This is an optimization exercise on Yosys and OpenROAD, whose aim is small area, a short achievable clock period and few clock cycles, not a production implementation. For this run, only the layout was checked, not whether the RTL still works. Power and IR drop assume default switching activity.

<file path="design/flow/run.sh">
#!/bin/bash
# synth_recipe.tcl (not shown) runs the flow's synth.tcl, then flattens the netlist and writes it again
# the make line also repeats each setting of config.mk as NAME=value (left out here)
make -C /OpenROAD-flow-scripts/flow DESIGN_CONFIG=/design/flow/config.mk WORK_HOME=/design/flow/orfs CLKGATE_MAP_FILE= SYNTH_SCRIPT=/design/flow/synth_recipe.tcl finish
</file>
<file path="design/flow/config.mk">
export PLATFORM = sky130hd
export DESIGN_NAME = grid_maze_dfs_path_search
export DESIGN_NICKNAME = grid_maze_dfs_path_search
export VERILOG_FILES = /design/flow/design.v
export SDC_FILE = /design/flow/constraint.sdc
export NUM_CORES = 4
export LEC_CHECK = 0
export CAP_MARGIN = 20
export CORE_MARGIN = 2
export CORE_UTILIZATION = 40
export SLEW_MARGIN = 20
</file>
<file path="design/flow/constraint.sdc">
create_clock -name core_clock -period 9.0 [get_ports {clock}]
set_input_delay 1.8000 -clock core_clock [delete_from_list [all_inputs] [get_ports {clock}]]
set_output_delay 1.8000 -clock core_clock [all_outputs]
set_load 0.01 [all_outputs]
</file>
<file path="design/flow/design.v">
package gmdfs_pkg;
   localparam int COORD_W = 4;
   localparam int CFG_W   = 5;
   localparam int LEN_W   = 9;
   localparam int CMD_W   = 2;
   localparam int REQ_W   = 32;
   localparam int RSP_W   = 16;
   localparam logic [CFG_W-1:0] SIZE_RESET = 5'd10;
   localparam logic [CMD_W-1:0] CMD_WRITE = 2'd0;
   localparam logic [CMD_W-1:0] CMD_SOLVE = 2'd1;
   localparam logic [CMD_W-1:0] CMD_READ  = 2'd2;
   localparam logic [2:0] CODE_OPEN = 3'b000;
   localparam logic [2:0] CODE_WALL = 3'b001;
   localparam logic [2:0] CODE_DEAD = 3'b011;
endpackage
module grid_maze_dfs_path_search (
   input  logic                            clock,
   input  logic                            reset,
   input  logic                            req_tvalid,
   output logic                            req_tready,
   input  logic [gmdfs_pkg::REQ_W-1:0]     req_tdata,
   output logic                            rsp_tvalid,
   input  logic                            rsp_tready,
   output logic [gmdfs_pkg::RSP_W-1:0]     rsp_tdata,
   input  logic                            csr_valid,
   output logic                            csr_ready,
   input  logic [0:0]                      csr_index,
   input  logic [gmdfs_pkg::CFG_W-1:0]     csr_wdata
);
   logic [15:0][15:0][2:0] g_ff;           
   logic [4:0]             rows_ff, cols_ff;
   logic                   rdy_ff;
   logic                   ex_v_ff;        
   logic [1:0]             ex_cmd_ff;
   logic                   ex_wall_ff;
   logic                   run_ff;         
   logic [3:0]             xr_ff, xc_ff;   
   logic [3:0]             er_ff, ec_ff;   
   logic [2:0]             d_ff;           
   logic [8:0]             dep_ff;         
   logic                   o_v_ff, s_v_ff;
   logic [11:0]            o_d_ff, s_d_ff;
   logic [15:0]            rsel, csel;
   logic [15:0][2:0]       row_v;          
   logic [15:0]            row_open;
   logic [15:0]            col_open;       
   logic [2:0]             x_v;            
   logic                   x_in;           
   always_comb begin
      for (int i = 0; i < 16; i++) begin
         rsel[i] = (xr_ff == 4'(i));
         csel[i] = (xc_ff == 4'(i));
      end
      row_v = '0;
      for (int i = 0; i < 16; i++) begin
         if (rsel[i]) row_v = row_v | g_ff[i];
      end
      for (int j = 0; j < 16; j++) begin
         row_open[j] = (row_v[j] == gmdfs_pkg::CODE_OPEN);
      end
      col_open = '0;
      for (int i = 0; i < 16; i++) begin
         for (int j = 0; j < 16; j++) begin
            if (csel[j] && g_ff[i][j] == gmdfs_pkg::CODE_OPEN) col_open[i] = 1'b1;
         end
      end
      x_v = '0;
      for (int j = 0; j < 16; j++) begin
         if (csel[j]) x_v = x_v | row_v[j];
      end
      x_in = ({1'b0, xr_ff} < rows_ff) && ({1'b0, xc_ff} < cols_ff);
   end
   logic [3:0] nb_open, cand;
   logic       has_cand;
   logic [1:0] k;            
   logic [1:0] mv;           
   logic [3:0] mr, mc;       
   logic       at_end;
   always_comb begin
      nb_open[0] = (xc_ff != 4'd15) && ({1'b0, xc_ff} + 5'd1 < cols_ff) &&
                   row_open[xc_ff + 4'd1];
      nb_open[1] = (xr_ff != 4'd15) && ({1'b0, xr_ff} + 5'd1 < rows_ff) &&
                   col_open[xr_ff + 4'd1];
      nb_open[2] = (xc_ff != 4'd0) && row_open[xc_ff - 4'd1];
      nb_open[3] = (xr_ff != 4'd0) && col_open[xr_ff - 4'd1];
      for (int i = 0; i < 4; i++) cand[i] = nb_open[i] && (3'(i) >= d_ff);
      has_cand = |cand;
      k = cand[0] ? 2'd0 : cand[1] ? 2'd1 : cand[2] ? 2'd2 : 2'd3;
      mv = has_cand ? k : (x_v[1:0] + 2'd2);
      mr = xr_ff;
      mc = xc_ff;
      case (mv)
         2'd0: mc = xc_ff + 4'd1;
         2'd1: mr = xr_ff + 4'd1;
         2'd2: mc = xc_ff - 4'd1;
         default: mr = xr_ff - 4'd1;
      endcase
      at_end = (mr == er_ff) && (mc == ec_ff);
   end
   logic        ex_en, ex_done, fire;
   logic        g_we;
   logic [3:0]  w_r, w_c;
   logic [2:0]  w_d;
   logic        s_done, s_found;
   logic [8:0]  s_len;
   logic [11:0] res;
   logic        start_ok, start_hit;
   assign fire      = req_tvalid && rdy_ff;
   assign ex_en     = ex_v_ff && !(o_v_ff && s_v_ff);
   assign start_ok  = x_in && (x_v == gmdfs_pkg::CODE_OPEN);
   assign start_hit = (xr_ff == er_ff) && (xc_ff == ec_ff);
   always_comb begin
      g_we    = 1'b0;
      w_r     = xr_ff;
      w_c     = xc_ff;
      w_d     = {2'b00, ex_wall_ff};
      s_done  = 1'b0;
      s_found = 1'b0;
      s_len   = dep_ff + 9'd1;
      if (ex_en) begin
         case (ex_cmd_ff)
            gmdfs_pkg::CMD_WRITE: begin
               g_we = 1'b1;
            end
            gmdfs_pkg::CMD_SOLVE: begin
               if (!run_ff) begin
                  g_we    = start_ok;
                  w_d     = 3'b100;
                  s_done  = !start_ok || start_hit;
                  s_found = start_ok && start_hit;
                  s_len   = 9'd1;
               end else if (has_cand) begin
                  g_we    = 1'b1;
                  w_r     = mr;
                  w_c     = mc;
                  w_d     = {1'b1, k};
                  s_done  = at_end;
                  s_found = at_end;
               end else begin
                  g_we   = (dep_ff != 9'd1);
                  w_d    = gmdfs_pkg::CODE_DEAD;
                  s_done = (dep_ff == 9'd1);
               end
            end
            default: ;
         endcase
      end
      ex_done = ex_en && ((ex_cmd_ff != gmdfs_pkg::CMD_SOLVE) || s_done);
      res = '0;
      if (ex_cmd_ff == gmdfs_pkg::CMD_READ) begin
         res[11:10] = x_in ? {x_v[2] | x_v[1], !x_v[2] && x_v[0]} : 2'd1;
      end else if (ex_cmd_ff == gmdfs_pkg::CMD_SOLVE) begin
         res[0]   = s_found;
         res[9:1] = s_found ? s_len : 9'd0;
      end
   end
   for (genvar r = 0; r < 16; r++) begin : g_row
      for (genvar c = 0; c < 16; c++) begin : g_col
         always_ff @(posedge clock) begin
            if (reset || (g_we && w_r == 4'(r) && w_c == 4'(c))) begin
               g_ff[r][c] <= reset ? gmdfs_pkg::CODE_OPEN : w_d;
            end
         end
      end
   end
   logic        take;
   logic        o_v_in, s_v_in;
   logic [11:0] o_d_in, s_d_in;
   logic        ex_v_in;
   logic [1:0]  ex_cmd_in;
   always_comb begin
      take   = o_v_ff && rsp_tready;
      o_v_in = o_v_ff;
      o_d_in = o_d_ff;
      s_v_in = s_v_ff;
      s_d_in = s_d_ff;
      if (!o_v_ff || take) begin
         o_v_in = s_v_ff || ex_done;
         o_d_in = s_v_ff ? s_d_ff : res;
         s_v_in = s_v_ff && ex_done;
         s_d_in = res;
      end else if (ex_done) begin
         s_v_in = 1'b1;
         s_d_in = res;
      end
      ex_v_in   = fire || (ex_v_ff && !ex_done);
      ex_cmd_in = fire ? req_tdata[1:0] : ex_cmd_ff;
   end
   always_ff @(posedge clock) begin
      if (reset) begin
         rdy_ff  <= 1'b1;
         ex_v_ff <= 1'b0;
         run_ff  <= 1'b0;
         o_v_ff  <= 1'b0;
         s_v_ff  <= 1'b0;
         rows_ff <= gmdfs_pkg::SIZE_RESET;
         cols_ff <= gmdfs_pkg::SIZE_RESET;
      end else begin
         rdy_ff  <= !ex_v_in ||
                    ((ex_cmd_in != gmdfs_pkg::CMD_SOLVE) && !(o_v_in && s_v_in));
         ex_v_ff <= ex_v_in;
         o_v_ff  <= o_v_in;
         s_v_ff  <= s_v_in;
         if (fire) begin
            run_ff <= 1'b0;
         end else if (ex_en && ex_cmd_ff == gmdfs_pkg::CMD_SOLVE) begin
            run_ff <= !s_done;
         end
         if (csr_valid) begin
            if (csr_index == 1'b0) rows_ff <= csr_wdata;
            else                   cols_ff <= csr_wdata;
         end
      end
   end
   always_ff @(posedge clock) begin
      o_d_ff    <= o_d_in;
      s_d_ff    <= s_d_in;
      ex_cmd_ff <= ex_cmd_in;
      if (fire) begin
         ex_wall_ff <= req_tdata[10];
         er_ff      <= req_tdata[22:19];
         ec_ff      <= req_tdata[26:23];
         if (req_tdata[1:0] == gmdfs_pkg::CMD_SOLVE) begin
            xr_ff <= req_tdata[14:11];
            xc_ff <= req_tdata[18:15];
         end else begin
            xr_ff <= req_tdata[5:2];
            xc_ff <= req_tdata[9:6];
         end
      end else if (ex_en && ex_cmd_ff == gmdfs_pkg::CMD_SOLVE && run_ff && !s_done) begin
         xr_ff <= mr;
         xc_ff <= mc;
      end
      if (ex_en && ex_cmd_ff == gmdfs_pkg::CMD_SOLVE) begin
         if (!run_ff) begin
            d_ff   <= 3'd0;
            dep_ff <= 9'd1;
         end else if (has_cand) begin
            d_ff   <= 3'd0;
            dep_ff <= dep_ff + 9'd1;
         end else begin
            d_ff   <= {1'b0, x_v[1:0]} + 3'd1;
            dep_ff <= dep_ff - 9'd1;
         end
      end
   end
   assign req_tready = rdy_ff;
   assign csr_ready  = 1'b1;
   assign rsp_tvalid = o_v_ff;
   assign rsp_tdata  = {4'd0, o_d_ff};
endmodule
</file>
==> flow_summary.toml <==
[run_status]
status = "finished clean"

[cts]
cts_root_buf = "clkbuf_16"
post_cts_buffers = 0
cts.hold.buffers_added = 0
cts.htree.levels = 3
cts_resized = 0
cts_tree = "done"
clock_latency_ps = 700
clock_sinks = 838
numCtsBuffers = 92
clkTransAtPathRegs_ps = 60
max-clock-path-buffers = 3

[placement]
dp.cells = 4302
port_buffers = 51
routabilityCongestion = 1.04
dp_hpwl_um = 124000
place_area_um2 = 42900

[pwr]
power.switching_mw = 6.46
comb_power_share_pct = 42.9
peakVddDrop_uv = 196
power.internal_mw = 8.65
leakage_nw = 16.9
swShare_pct = 42.8
power.share.sequential_pct = 31.8
powerDensity_nw_per_um2 = 329
power.share.clock_pct = 25.3

[setup_path]
path_delay_family = "compound AO/OA/AOI/OAI gates"
slowest_stage = "a31oi_1"
crit_chain = "inv_1 > ha_4 > buf_4 > nand2b_1 > o22ai_1 > a2111oi_0 > o211ai_1 > nor3_1 > mux2i_1 > a31oi_1 > a31oi_1 > nand2_1 > a221oi_1 > a21oi_1 > mux2i_1 > nand2_1 > nor3_4 > buf_4 > a21o_1"
end_kind = "register"
cp-start-kind = "register"
worstPathArrival_ps = 8590
cp_max_fo = 43
criticalPathCategory = "reg2reg"
path_buf_inv = 3
crit_required_ps = 9380
critPathMaxStageDelay_ps = 780

[route]
drt_iter0_drc = 5357
first_pass_iters = 8
ant_nets = 0
drc_errors = 0
wire_per_inst_um = 40.3
drt-total-wl_um = 180000
route.vias.total = 31600
vias_per_cell = 7.06

[yosys]
avgSynthCellArea_um2 = 13.4
synth_ff_type = "edfxtp_1"
ys_ff_latch = 838
synth_commonest_cells = "edfxtp_1 (821), a21o_1 (260), nor4_1 (227)"
netlist_area_um2 = 40200
ys_seq_area_share_pct = 62.1
yosysMostFrequentCell = "edfxtp_1"
synthTopCellsByArea = "edfxtp_1 (61%), a21o_1 (4.9%), nor4_1 (3.5%)"
ys_types = 109
yosys.area.top_type = "edfxtp_1"
synth_warnings = 1
yosys.area.top_type_share_pct = 61.3
async_flop_share_pct = 0
syn_inst = 3013
synth-edff-count = 821

[floorplanning]
die_h_um = 321
core_um2 = 99900
placementRows = 116
io_pins = 62
start_util_pct = 40.3
floorplan.die_area_um2 = 103000
die_x_um = 321

[sta]
maxSlewHeadroom_pct = 11.6
period_needed_ps = 8220
setup_violations = 0
fin_tns_setup_ps = 0
period_share_pct = 91.3
hold_viol = 0
rsz0062_at_grt = "false"
fmax_mhz = 122
tightest_slew_ps = 1310
final-max-slew-violation-count = 0
fin_worst_skew_ps = 33.9

[cells_and_area]
drive_above_1_share_pct = 14.5
syn2layout_area_growth_pct = 14.2
design_area_um2 = 46000
fin_cells = 4474
final_nets = 3169

[global_route]
grt_max_degree = 149
grt_pass1_vias = 30400
grt_usage_pct = 34.4
grt.overflow.total = 0
grt_pass1_wl_um = 246000
antenna_found_initial = 19

[job]
cap_viol_max_count = 0

[hold_path]
hold_class = "reg2reg"
-- final timing paths --
path / from / to / slack (ps) / cells past startpoint
max: xr_ff[1]$_DFFE_PP_ / g_ff[7]$_DFFE_PP_ / 780 / 19
min: cols_ff[2]$_SDFFE_PP0P_ / cols_ff[2]$_SDFFE_PP0P_ / 460 / 2
max reg2reg: xr_ff[1]$_DFFE_PP_ / g_ff[7]$_DFFE_PP_ / 780 / 19
min reg2reg: cols_ff[2]$_SDFFE_PP0P_ / cols_ff[2]$_SDFFE_PP0P_ / 460 / 2
-- cells by family after synthesis --
group,synth area share [%]
XOR/XNOR,1.06
flip-flops,62.1
adder cells (fa/ha/maj),0.871
buffers and inverters,3.37
AO/OA/AOI/OAI,17.1
other,0.0187
multiplexers,3.74
AND/OR/NAND/NOR,11.7
-- power groups by stage --
stage	Clock [mW]	Combinational, mW	Sequential, mW
global route	3.97	6.57	4.82
finish	3.82	6.48	4.81
global placement	0	6.13	4.86
CTS	3.83	6.18	4.79
detailed placement	0	6.16	4.87
floorplan	0	3.63	4.78
-- state kept, by name (all words and copies together) (netlist names) --
name and cells:
d_ff 3, s_v_ff 1, xc_ff 4, ex_cmd_ff 2, o_d_ff 12, o_v_ff 1
s_d_ff 12, run_ff 1, ex_wall_ff 1, g_ff 768, rdy_ff 1, ex_v_ff 1
rows_ff 5, xr_ff 4, dep_ff 9, cols_ff 5, ec_ff 4, er_ff 4
-- per-layer routing --
metal | GRT usage, % | part of all wire (%)
met4 | 21.8 | 7.7
met1 | 44.8 | 37
met5 | 0 | 0.10
met2 | 50.4 | 42
met3 | 9.78 | 13
-- cell type report --
type / instances / area (um^2)
fill: 8890 / 53900
sequential: 838 / 25000
multi-input combinational: 1897 / 14100
clock buffer: 108 / 2430
timing repair buffer: 226 / 2050
tap: 1298 / 1620
clock inverter: 60 / 567
inverter: 43 / 161
antenna: 4 / 10.0
-- metrics by stage --
stage               util [%]  power [mW]  setup WS, ps  hold slack [ps]
finish                  46.0        15.1           785              462
global route            46.0        15.4           711              495
CTS                     46.0        14.8          1190              469
detailed placement      43.0        11.0          1190              459
global placement        43.0        11.0          1150              459
floorplan                  -        8.41           795              436
-- cells in the final DEF, fill, tap and decap left out, drive strengths merged, types with 39 or more instances in the layout --
master / instances
a21o: 260
a21oi: 97
a221oi: 53
a22o: 40
a22oi: 133
buf: 176
clkbuf: 108
clkdlybuf4s50: 50
clkinv: 39
edfxtp: 821
inv: 47
mux2i: 93
nand2: 113
nand3: 61
nor2: 94
nor3: 129
nor4: 230
o22ai: 42
-- worst register-to-register path, cell delays in order, from the launching register on --
cell	delay, ps
edfxtp_1	520
inv_1	270
ha_4	650
buf_4	640
nand2b_1	740
o22ai_1	370
a2111oi_0	100
o211ai_1	250
nor3_1	130
mux2i_1	580
a31oi_1	240
a31oi_1	780
nand2_1	270
a221oi_1	620
a21oi_1	280
mux2i_1	220
nand2_1	250
nor3_4	170
buf_4	510
a21o_1	310

==> port drivers added, routing unchanged <==
The results above use ideal ports. As a check the final layout listed here was re-extracted and re-timed, cells and wires unchanged.
Step 1 assumes that a clkbuf_16 drives the clock port and a buf_2 every other input.
Step 2 adds t to the input delays and takes it off the output delays; t is the mean of the earliest and latest rising clock arrival at the registers after step 1. Input paths then give back, and output paths get back, about the clock's delay inside the block.
a / b / c = ideal ports / drivers / drivers and shift; a / b = the first two.
shift t [ns]: 0.748
setup WS [ns]: 0.785 / 0.785 / 0.785
slew at the worst register clock pin (ns): 0.07 / 0.07
worst slew at a driven data input, ns: 0.05
pins driven straight from the clock port: 1
After both steps setup and hold are still met in this run. For this run, drivers alone change the setup slack by 0.000 ns; drivers and shift together by 0.000 ns.
